Source: an optimization exercise on an open RTL-to-GDS flow (aim: small area, a short achievable clock period and few clock cycles per item). Production flows keep margins and buffers that such runs may drop. Where RTL was checked, it was by simulation tests only, not by an equivalence proof against the original. Power and IR drop assume default switching activity.

== amber ==
==> flow/design.v <==
package srct_pkg;
    localparam int SLOTS = 8;
    localparam int IDX_W = (SLOTS > 1) ? $clog2(SLOTS) : 1;
    localparam logic KIND_CHECK   = 1'b0;
    localparam logic KIND_RESTORE = 1'b1;
endpackage
module session_replay_counter_table (
    input  logic        i_clk,
    input  logic        i_rst_n,
    input  logic        i_in_valid,
    output logic        o_in_ready,
    input  logic        i_in_kind,
    input  logic [31:0] i_in_sess,
    input  logic [31:0] i_in_counter,
    output logic        o_out_valid,
    input  logic        i_out_ready,
    output logic        o_out_accepted
);
    localparam int SLOTS = srct_pkg::SLOTS;
    localparam int NB    = 4;   
    logic [SLOTS-1:0] r_valid;
    logic [31:0]      r_sess [SLOTS];
    logic [31:0]      r_ctr  [SLOTS];
    logic             r_v1;
    logic             r_kind1;
    logic [31:0]      r_sess1;
    logic [31:0]      r_c1;
    logic             r_v2;       
    logic [SLOTS-1:0] r_sel2;     
    logic             r_any2;     
    logic             r_force2;   
    logic [31:0]      r_c2;       
    logic             r_v3;
    logic [SLOTS-1:0] r_sel3;
    logic             r_any3;
    logic             r_force3;
    logic [31:0]      r_c3;
    logic [NB-1:0]    r_gb3;      
    logic [NB-1:0]    r_eb3;      
    logic [NB-1:0]    r_gf3;      
    logic [NB-1:0]    r_ef3;      
    logic             r_same3;    
    logic             r_wr4;      
    logic [2:0]       r_qcnt;
    logic [4:0]       r_qacc;
    logic             r_ovalid;   
    logic             r_ready;
    logic [2:0]       r_occ;      
    logic [SLOTS-1:0] w_hit;
    logic [SLOTS-1:0] w_first_free;
    logic [SLOTS-1:0] w_sel;
    logic             w_any_hit;
    logic             w_seen_free;
    logic             w_cnz;
    logic             w_take;
    logic             w_alloc;
    logic [31:0]      w_hctr;
    logic [NB-1:0]    w_gb;
    logic [NB-1:0]    w_eb;
    logic [NB-1:0]    w_gf;
    logic [NB-1:0]    w_ef;
    logic [NB-1:0]    w_g3;
    logic [NB-1:0]    w_e3;
    logic             w_gt;
    logic             w_wr3;
    logic             w_acc3;
    logic             w_pop;
    assign w_take = i_in_valid && r_ready;
    assign w_cnz  = (r_c1 != 32'd0);
    always_comb begin
        w_seen_free = 1'b0;
        for (int i = 0; i < SLOTS; i++) begin
            w_hit[i]        = r_valid[i] && (r_sess[i] == r_sess1);
            w_first_free[i] = !r_valid[i] && !w_seen_free;
            w_seen_free     = w_seen_free || !r_valid[i];
        end
        w_any_hit = |w_hit;
        w_alloc   = w_cnz && !w_any_hit && w_seen_free;
        w_sel     = w_any_hit ? w_hit : (w_first_free & {SLOTS{w_alloc}});
    end
    function automatic logic [1:0] cmp8(input logic [7:0] a, input logic [7:0] b);
        logic [7:0] g;
        logic [7:0] l;
        g = a & ~b;
        l = ~a & b;
        for (int w = 1; w < 8; w = w * 2) begin
            for (int k = 0; k < 8; k = k + 2 * w) begin
                g[k] = g[k + w] | (~l[k + w] & g[k]);
                l[k] = l[k + w] | (~g[k + w] & l[k]);
            end
        end
        cmp8 = {g[0], !(g[0] || l[0])};
    endfunction
    always_comb begin
        w_hctr = '0;
        for (int i = 0; i < SLOTS; i++)
            if (r_sel2[i]) w_hctr = w_hctr | r_ctr[i];
        for (int b = 0; b < NB; b++) begin
            {w_gb[b], w_eb[b]} = cmp8(r_c2[8*b +: 8], w_hctr[8*b +: 8]);
            {w_gf[b], w_ef[b]} = cmp8(r_c2[8*b +: 8], r_c3[8*b +: 8]);
        end
    end
    always_comb begin
        if (r_same3 && r_wr4) begin
            w_g3 = r_gf3;
            w_e3 = r_ef3;
        end else begin
            w_g3 = r_gb3;
            w_e3 = r_eb3;
        end
        w_gt = w_g3[3] ||
               (w_e3[3] && (w_g3[2] ||
                            (w_e3[2] && (w_g3[1] ||
                                         (w_e3[1] && w_g3[0])))));
        w_wr3  = r_force3 || w_gt;
        w_acc3 = r_any3 && w_wr3;
    end
    always_ff @(posedge i_clk) begin
        for (int i = 0; i < SLOTS; i++) begin
            if (w_first_free[i])           r_sess[i] <= r_sess1;
            if (r_sel3[i] && w_wr3)        r_ctr[i]  <= r_c3;
        end
        r_kind1  <= i_in_kind;
        r_sess1  <= i_in_sess;
        r_c1     <= i_in_counter;
        r_c2     <= r_c1;
        r_force2 <= w_alloc || (r_kind1 && w_cnz);
        r_c3     <= r_c2;
        r_force3 <= r_force2;
        r_gb3    <= w_gb;
        r_eb3    <= w_eb;
        r_gf3    <= w_gf;
        r_ef3    <= w_ef;
        r_same3  <= |(r_sel2 & r_sel3);
        r_wr4    <= w_wr3;
    end
    logic [4:0] n_qacc;
    logic [2:0] n_qcnt;
    always_comb begin
        n_qacc = r_qacc;
        n_qcnt = r_qcnt;
        if (w_pop) begin
            n_qacc = {1'b0, r_qacc[4:1]};
            n_qcnt = n_qcnt - 3'd1;
        end
        if (r_v3) begin
            n_qacc[n_qcnt] = w_acc3;
            n_qcnt              = n_qcnt + 3'd1;
        end
    end
    assign w_pop = r_ovalid && i_out_ready;
    always_ff @(posedge i_clk) begin
        if (!i_rst_n) begin
            r_valid  <= '0;
            r_v1     <= 1'b0;
            r_v2     <= 1'b0;
            r_sel2   <= '0;
            r_any2   <= 1'b0;
            r_v3     <= 1'b0;
            r_sel3   <= '0;
            r_any3   <= 1'b0;
            r_qcnt   <= 3'd0;
            r_ovalid <= 1'b0;
            r_ready  <= 1'b1;
            r_occ    <= 3'd0;
        end else begin
            r_valid  <= r_valid | (w_first_free & {SLOTS{r_v1 && w_alloc}});
            r_v1     <= w_take;
            r_v2     <= r_v1;
            r_sel2   <= w_sel & {SLOTS{r_v1}};
            r_any2   <= r_v1 && (w_any_hit || w_alloc);
            r_v3     <= r_v2;
            r_sel3   <= r_sel2;
            r_any3   <= r_any2;
            r_qcnt   <= n_qcnt;
            r_ovalid <= (n_qcnt != 3'd0);
            if (w_take && !w_pop) begin
                r_occ   <= r_occ + 3'd1;
                r_ready <= (r_occ < 3'd4);
            end else if (!w_take && w_pop) begin
                r_occ   <= r_occ - 3'd1;
                r_ready <= 1'b1;
            end else begin
                r_ready <= (r_occ < 3'd5);
            end
        end
        r_qacc <= n_qacc;
    end
    assign o_in_ready     = r_ready;
    assign o_out_valid    = r_ovalid;
    assign o_out_accepted = r_qacc[0];
endmodule
Settings: LEC_CHECK=0, CAP_MARGIN=20, CORE_MARGIN=2, CORE_UTILIZATION=70, CTS_CLUSTER_DIAMETER=80, CTS_CLUSTER_SIZE=20, SETUP_SLACK_MARGIN=3.6, SLEW_MARGIN=20; clock period 6.0 ns.
run.sh (not shown) runs the stock make flow with config.mk's settings and CLKGATE_MAP_FILE= SYNTH_SCRIPT=/design/flow/synth_recipe.tcl, a recipe that flattens the netlist after the stock synthesis.
Testbench counts of amber, summed over its fixed seeds: cycles 3,232, items 3,200.
> inputs changed (amber -> indigo)
# amber
export LEC_CHECK = 0
export CAP_MARGIN = 20
export CORE_MARGIN = 2
export CORE_UTILIZATION = 70
export CTS_CLUSTER_DIAMETER = 80
export CTS_CLUSTER_SIZE = 20
export SETUP_SLACK_MARGIN = 3.6
export SLEW_MARGIN = 20
create_clock -name core_clock -period 6.0 [get_ports {i_clk}]
# indigo
export LEC_CHECK = 0
export CAP_MARGIN = 20
export CORE_MARGIN = 2
export CORE_UTILIZATION = 60
export CTS_CLUSTER_DIAMETER = 80
export CTS_CLUSTER_SIZE = 20
export SETUP_SLACK_MARGIN = 3.4
export SLEW_MARGIN = 20
create_clock -name core_clock -period 6.0 [get_ports {i_clk}]
[summary]
- Higher count of clock-net buffers in the final layout among amber and indigo: amber
- Between amber and indigo, met3 global-route usage decreased.
- indigo vs amber, area of all placed cells without fillers went down by 1.7%.


// session_replay_counter_table: RTL as listed in full above, without the edits since
==> flow/config.mk <==
export PLATFORM = sky130hd
export DESIGN_NAME = session_replay_counter_table
export DESIGN_NICKNAME = session_replay_counter_table
export VERILOG_FILES = /design/flow/design.v
export SDC_FILE = /design/flow/constraint.sdc
export NUM_CORES = 4
export LEC_CHECK = 0
export CAP_MARGIN = 20
export CORE_MARGIN = 2
export CORE_UTILIZATION = 70
export CTS_CLUSTER_DIAMETER = 80
export CTS_CLUSTER_SIZE = 20
export SETUP_SLACK_MARGIN = 3.4
export SLEW_MARGIN = 20
==> flow/constraint.sdc <==
create_clock -name core_clock -period 6.0 [get_ports {i_clk}]
set_input_delay 1.2000 -clock core_clock [delete_from_list [all_inputs] [get_ports {i_clk}]]
set_output_delay 1.2000 -clock core_clock [all_outputs]
set_load 0.01 [all_outputs]
The starting point completed without violations.
Testbench counts at the start, summed over its fixed seeds: cycles 3,232, items 3,200.
Edit:
==> flow/flow/run.sh (new file) <==
#!/bin/bash
# Layout flow: the standard flow, with the port buffers inserted at
# global placement made from sky130_fd_sc_hd__buf_1 instead of the cell
# buffer_ports picks by default. Each step's output goes to its own log.
set -e
cp standard.sh standard_sh_copy.log
export BUFFER_PORTS_ARGS="-buffer_cell sky130_fd_sc_hd__buf_1"
bash standard.sh > standard.log 2>&1
==> flow/standard.sh (new file) <==
#!/bin/bash
# synth_recipe.tcl (not shown) runs the flow's synth.tcl, then flattens the netlist and writes it again
# the make line also repeats each setting of config.mk as NAME=value (left out here)
make -C /OpenROAD-flow-scripts/flow DESIGN_CONFIG=/design/flow/config.mk WORK_HOME=/design/flow/orfs CLKGATE_MAP_FILE= SYNTH_SCRIPT=/design/flow/synth_recipe.tcl "${@:-finish}"
removed: flow/run.sh
Worst hold slack gets better by 0.0052 ns.
First-iteration DRC count increases by well over a third.
Worst setup slack got worse by 0.044 ns.
Final cell count is higher slightly.
Sequential share of layout area came out higher by 0.91 points.
Non-clock buffer count came out higher by 11.
Total power is about the same.
Via count stays flat.
Edit:
==> flow/run.sh (new file) <==
#!/bin/bash
# synth_recipe.tcl (not shown) runs the flow's synth.tcl, then flattens the netlist and writes it again
# the make line also repeats each setting of config.mk as NAME=value (left out here)
make -C /OpenROAD-flow-scripts/flow DESIGN_CONFIG=/design/flow/config.mk WORK_HOME=/design/flow/orfs CLKGATE_MAP_FILE= SYNTH_SCRIPT=/design/flow/synth_recipe.tcl finish
SETUP_SLACK_MARGIN = 3.5   (was 3.4)
removed: flow/flow/run.sh
removed: flow/standard.sh
Effect: Non-clock buffer count rose by 17; area after synthesis is unchanged; power rose by 0.83%; die area stays the same; sequential cell count is unchanged; final area rose by 2.6%; hold slack gets better by 0.012 ns; global-route usage is about the same.


== run A ==
Another version of the RTL of session_replay_counter_table (not shown whole).
Size in the first run: roughly 72 I/O pins, roughly 25000 sq um of cells after synthesis.
clock: 6.0 ns
lec_check: 0
cap_margin: 20
core_margin: 2
core_utilization: 40
setup_slack_margin: 3.4
slew_margin: 20
Stock flow here: none of the scripts above is used.
Run A finished end to end and its layout was clean on timing, DRC and antenna.
### run A -> run B
--- a/flow/config.mk
+++ b/flow/config.mk
@@ -9,3 +9,3 @@
 export CORE_MARGIN = 2
-export CORE_UTILIZATION = 40
+export CORE_UTILIZATION = 60
 export SETUP_SLACK_MARGIN = 3.4
[summary]
Diff run B..run A | synthesized area | unchanged. Taking run A as the reference, in run B global routing usage on met3 went up; critical path data arrival time dropped 280 ps; half-perimeter wire length after placement -1.8 mm. The higher critical path required time came out of run A. Run B vs run A on total power draw: run B is the lower one. Filler cell count in the final layout: run B vs run A down 2603. Taking run A as the reference, in run B clock tree buffer count of the final layout went down; cell area went down. Run B — flip-flop and latch share of the layout cell area 2.2 points higher, run A as reference. Net switching component of the power in run B is 0.15 mW below run A.
[inputs] run C vs run B
--- a/flow/config.mk
+++ b/flow/config.mk
@@ -9,4 +9,4 @@
 export CORE_MARGIN = 2
-export CORE_UTILIZATION = 60
-export SETUP_SLACK_MARGIN = 3.4
+export CORE_UTILIZATION = 40
+export SETUP_SLACK_MARGIN = 3.0
 export SLEW_MARGIN = 20
Notes after the runs:
Run C finished all stages; the layout is clean. Relative area of clock buffers and inverters in the final design in run C is 0.97 points higher than in run B. Between run C and run B, the difference in clock input transition at the sequential cells of the worst setup and hold paths is negligible. Compared run B against run C; post-synthesis instance total within noise. Comparing run C and run B, the lower transition time at the pin with the least slew margin is on run C. Looking at run C and run B, the switching share of power is a wash. Required time at the endpoint of the critical path on run C is up relative to run B. Launch point of the critical path: r_gf3[0] -> run B, i_in_sess[9] -> run C. Of run C and run B, it is run C that has the higher clock share of power. The HPWL after detailed placement of run C exceeds that of run B by about 6%. Critical path depth: run C > run B.
No run of this note included a check of the RTL's function; only the layout flow was run.


session_replay_counter_table, a different RTL version from the one above (not shown whole).
Size: about 700 flip-flops, ~72 I/O pins.
Settings: LEC_CHECK=0, CAP_MARGIN=20, CORE_MARGIN=2, CORE_UTILIZATION=65, CTS_CLUSTER_DIAMETER=100, CTS_CLUSTER_SIZE=25, SETUP_SLACK_MARGIN=3.8, SLEW_MARGIN=20; clock period 6.0 ns.
The starting point went through all stages and came out clean.
Testbench counts at the start, summed over its fixed seeds: cycles 3,232, items 3,200.
==> next run, changes <==
--- a/flow/config.mk
+++ b/flow/config.mk
@@ -9,3 +9,3 @@
 export CORE_MARGIN = 2
-export CORE_UTILIZATION = 65
+export CORE_UTILIZATION = 70
 export CTS_CLUSTER_DIAMETER = 100
Count of clock-buffer cells in the layout is unchanged.
Core utilization came out higher by 6.1 points.
Non-clock buffer count increases by 17.
Via count climbs by 0.83%.
Power falls by 0.32%.
Worst setup slack loses 0.018 ns.
First-iteration DRC count came out lower by 0.76%.
==> next run, changes <==
--- a/flow/config.mk
+++ b/flow/config.mk
@@ -12,3 +12,3 @@
 export CTS_CLUSTER_SIZE = 25
-export SETUP_SLACK_MARGIN = 3.8
+export SETUP_SLACK_MARGIN = 4.0
 export SLEW_MARGIN = 20
Effect:
- power goes up by 2.2%
- final cell count goes up by 3.0%
- core utilization goes up by 4.6 points
- count of clock-buffer cells in the layout does not change
- synthesized cell count is unchanged
- area after synthesis stays the same
- via count goes up by about 9%
==> next run, changes <==
--- a/flow/config.mk
+++ b/flow/config.mk
@@ -12,3 +12,3 @@
 export CTS_CLUSTER_SIZE = 25
-export SETUP_SLACK_MARGIN = 4.0
+export SETUP_SLACK_MARGIN = 3.4
 export SLEW_MARGIN = 20
After rerunning: The new run finished with timing, DRC and antenna clean; final area shrinks by about 10%; routed wire length goes down by about 23%; cell count is lower by about 6%; sequential power barely changes; flip-flop and latch count does not change; combinational power decreases by about 30%.


## v21
Starting RTL as in the previous note.
Settings: LEC_CHECK=0, CAP_MARGIN=10, CORE_MARGIN=2, CORE_UTILIZATION=70, CTS_CLUSTER_DIAMETER=100, CTS_CLUSTER_SIZE=25, SETUP_SLACK_MARGIN=3.4, SLEW_MARGIN=10; clock period 6.0 ns.
v21 did not stop at any stage, and its layout met the timing, DRC and antenna checks.
Testbench counts of v21, summed over its fixed seeds: cycles 3,232, items 3,200.
#### Input delta (v4 over v21)
Settings: SLEW_MARGIN: 10 -> 20; SETUP_SLACK_MARGIN: 3.4 -> 3.7; CAP_MARGIN: 10 -> 20; CORE_UTILIZATION: 70 -> 65.
Row max-slew headroom at the worst pin: v4 higher / v21 lower. Higher layout cell share with drive strength beyond 1 among v21 and v4: v4. [v4] required time at the worst-slack endpoint rose 80 ps relative to v21. Net switching power (higher): v4.
> inputs changed (v4 -> v36)
Settings: CORE_UTILIZATION now 75, was 65; SETUP_SLACK_MARGIN now 3.8, was 3.7.
- Per the final summary, v36 finished and its layout is clean on timing, DRC and antenna.
- In the flow results for v4 and v36, the maximum cell stage delay along the critical path is smaller on v4.
- Worst setup slack is lower on v36
- v36 vs v4 on utilization of the core after routing: v36 is the higher one.
- Taking v4 over v36, the combinational power ratio works out to 0.819.
- Lower core region area among v4 and v36: v36
The inputs of v53 differ from those of v36 as listed below.
Settings: SETUP_SLACK_MARGIN changed from 3.8 to 3.6; CORE_UTILIZATION changed from 75 to 70.
Results
- Cell at the slowest stage of the critical path: dfxtp_2 -> v36, and2_2 -> v53
- [compare] base=v36 new=v53: share of synthesized area spent on multiplexers flat, power per standard cell area up about 3%, part of the cycle the worst path needs up 4.7 points.
- met4 as the top layer reached by signal wires was reported by v36, and met5 by v53.
diff inputs: v53 => v32
Settings: SETUP_SLACK_MARGIN changed from 3.6 to 3.4; CTS_CLUSTER_SIZE changed from 25 to 20; CTS_CLUSTER_DIAMETER changed from 100 to 80.
Notes after the runs:
Taking v53 as the reference, in v32 wire length held steady; cell area after layout held steady; clock buffer and inverter area fraction after layout grew by 0.60 points.
Comparing v53 and v32, the lower first-pass GRT wire length is on v32.
Per the comparison of v32 with v53, leakage power total flat, clock slew at the register clock pins of the worst setup and hold paths now smaller.

[separate check: timing with driven ports]
How much do the figures lean on ideal ports? The routed layouts below were timed once more, with nothing changed but the port constraints.
Step 1, drivers: a clkbuf_16 drives i_clk and a buf_2 each remaining input, both assumed.
Step 2 times the ports against the registers' clock, not the clock port: input delays grow and output delays shrink by t, the midpoint of the rising clock arrivals with the driver on.
Slacks: no drivers / after step 1 / after step 2; pairs: no drivers / after step 1.
run | t, ns | setup slack, ns | worst register clock-pin slew, ns | worst slew at a driven data input, ns
amber | 0.630 | 3.309 / 3.309 / 3.079 | 0.09 / 0.09 | 0.05
indigo | 0.632 | 3.335 / 3.335 / 2.917 | 0.09 / 0.09 | 0.04
the first run of note 2 | 0.617 | 3.355 / 3.355 / 2.902 | 0.09 / 0.09 | 0.05
the second run of note 2 | 0.631 | 3.312 / 3.312 / 3.059 | 0.09 / 0.09 | 0.05
the third run of note 2 | 0.631 | 3.355 / 3.355 / 3.000 | 0.09 / 0.09 | 0.05
run A | 0.659 | 3.190 / 3.228 / 2.569 | 0.07 / 0.07 | 0.05
run B | 0.686 | 3.228 / 3.228 / 2.633 | 0.07 / 0.07 | 0.08
run C | 0.667 | 3.006 / 3.051 / 2.383 | 0.07 / 0.07 | 0.04
the first run of note 4 | 0.624 | 3.756 / 3.703 / 3.260 | 0.10 / 0.10 | 0.04
the second run of note 4 | 0.609 | 3.738 / 3.725 / 3.197 | 0.10 / 0.10 | 0.09
the third run of note 4 | 0.629 | 3.746 / 3.698 / 3.212 | 0.10 / 0.10 | 0.06
the fourth run of note 4 | 0.587 | 3.451 / 3.451 / 2.900 | 0.10 / 0.10 | 0.05
v21 | 0.587 | 3.451 / 3.451 / 2.900 | 0.10 / 0.10 | 0.05
v4 | 0.617 | 3.698 / 3.694 / 3.127 | 0.10 / 0.10 | 0.04
v36 | 0.597 | 3.641 / 3.641 / 3.214 | 0.10 / 0.10 | 0.05
v53 | 0.599 | 3.357 / 3.357 / 3.039 | 0.10 / 0.10 | 0.05
v32 | 0.627 | 3.376 / 3.376 / 2.845 | 0.09 / 0.09 | 0.05
After both steps every run listed still meets setup and hold. The setup slack of run C, which loses most, moves by +0.045 ns with the drivers and by -0.623 ns with both steps.
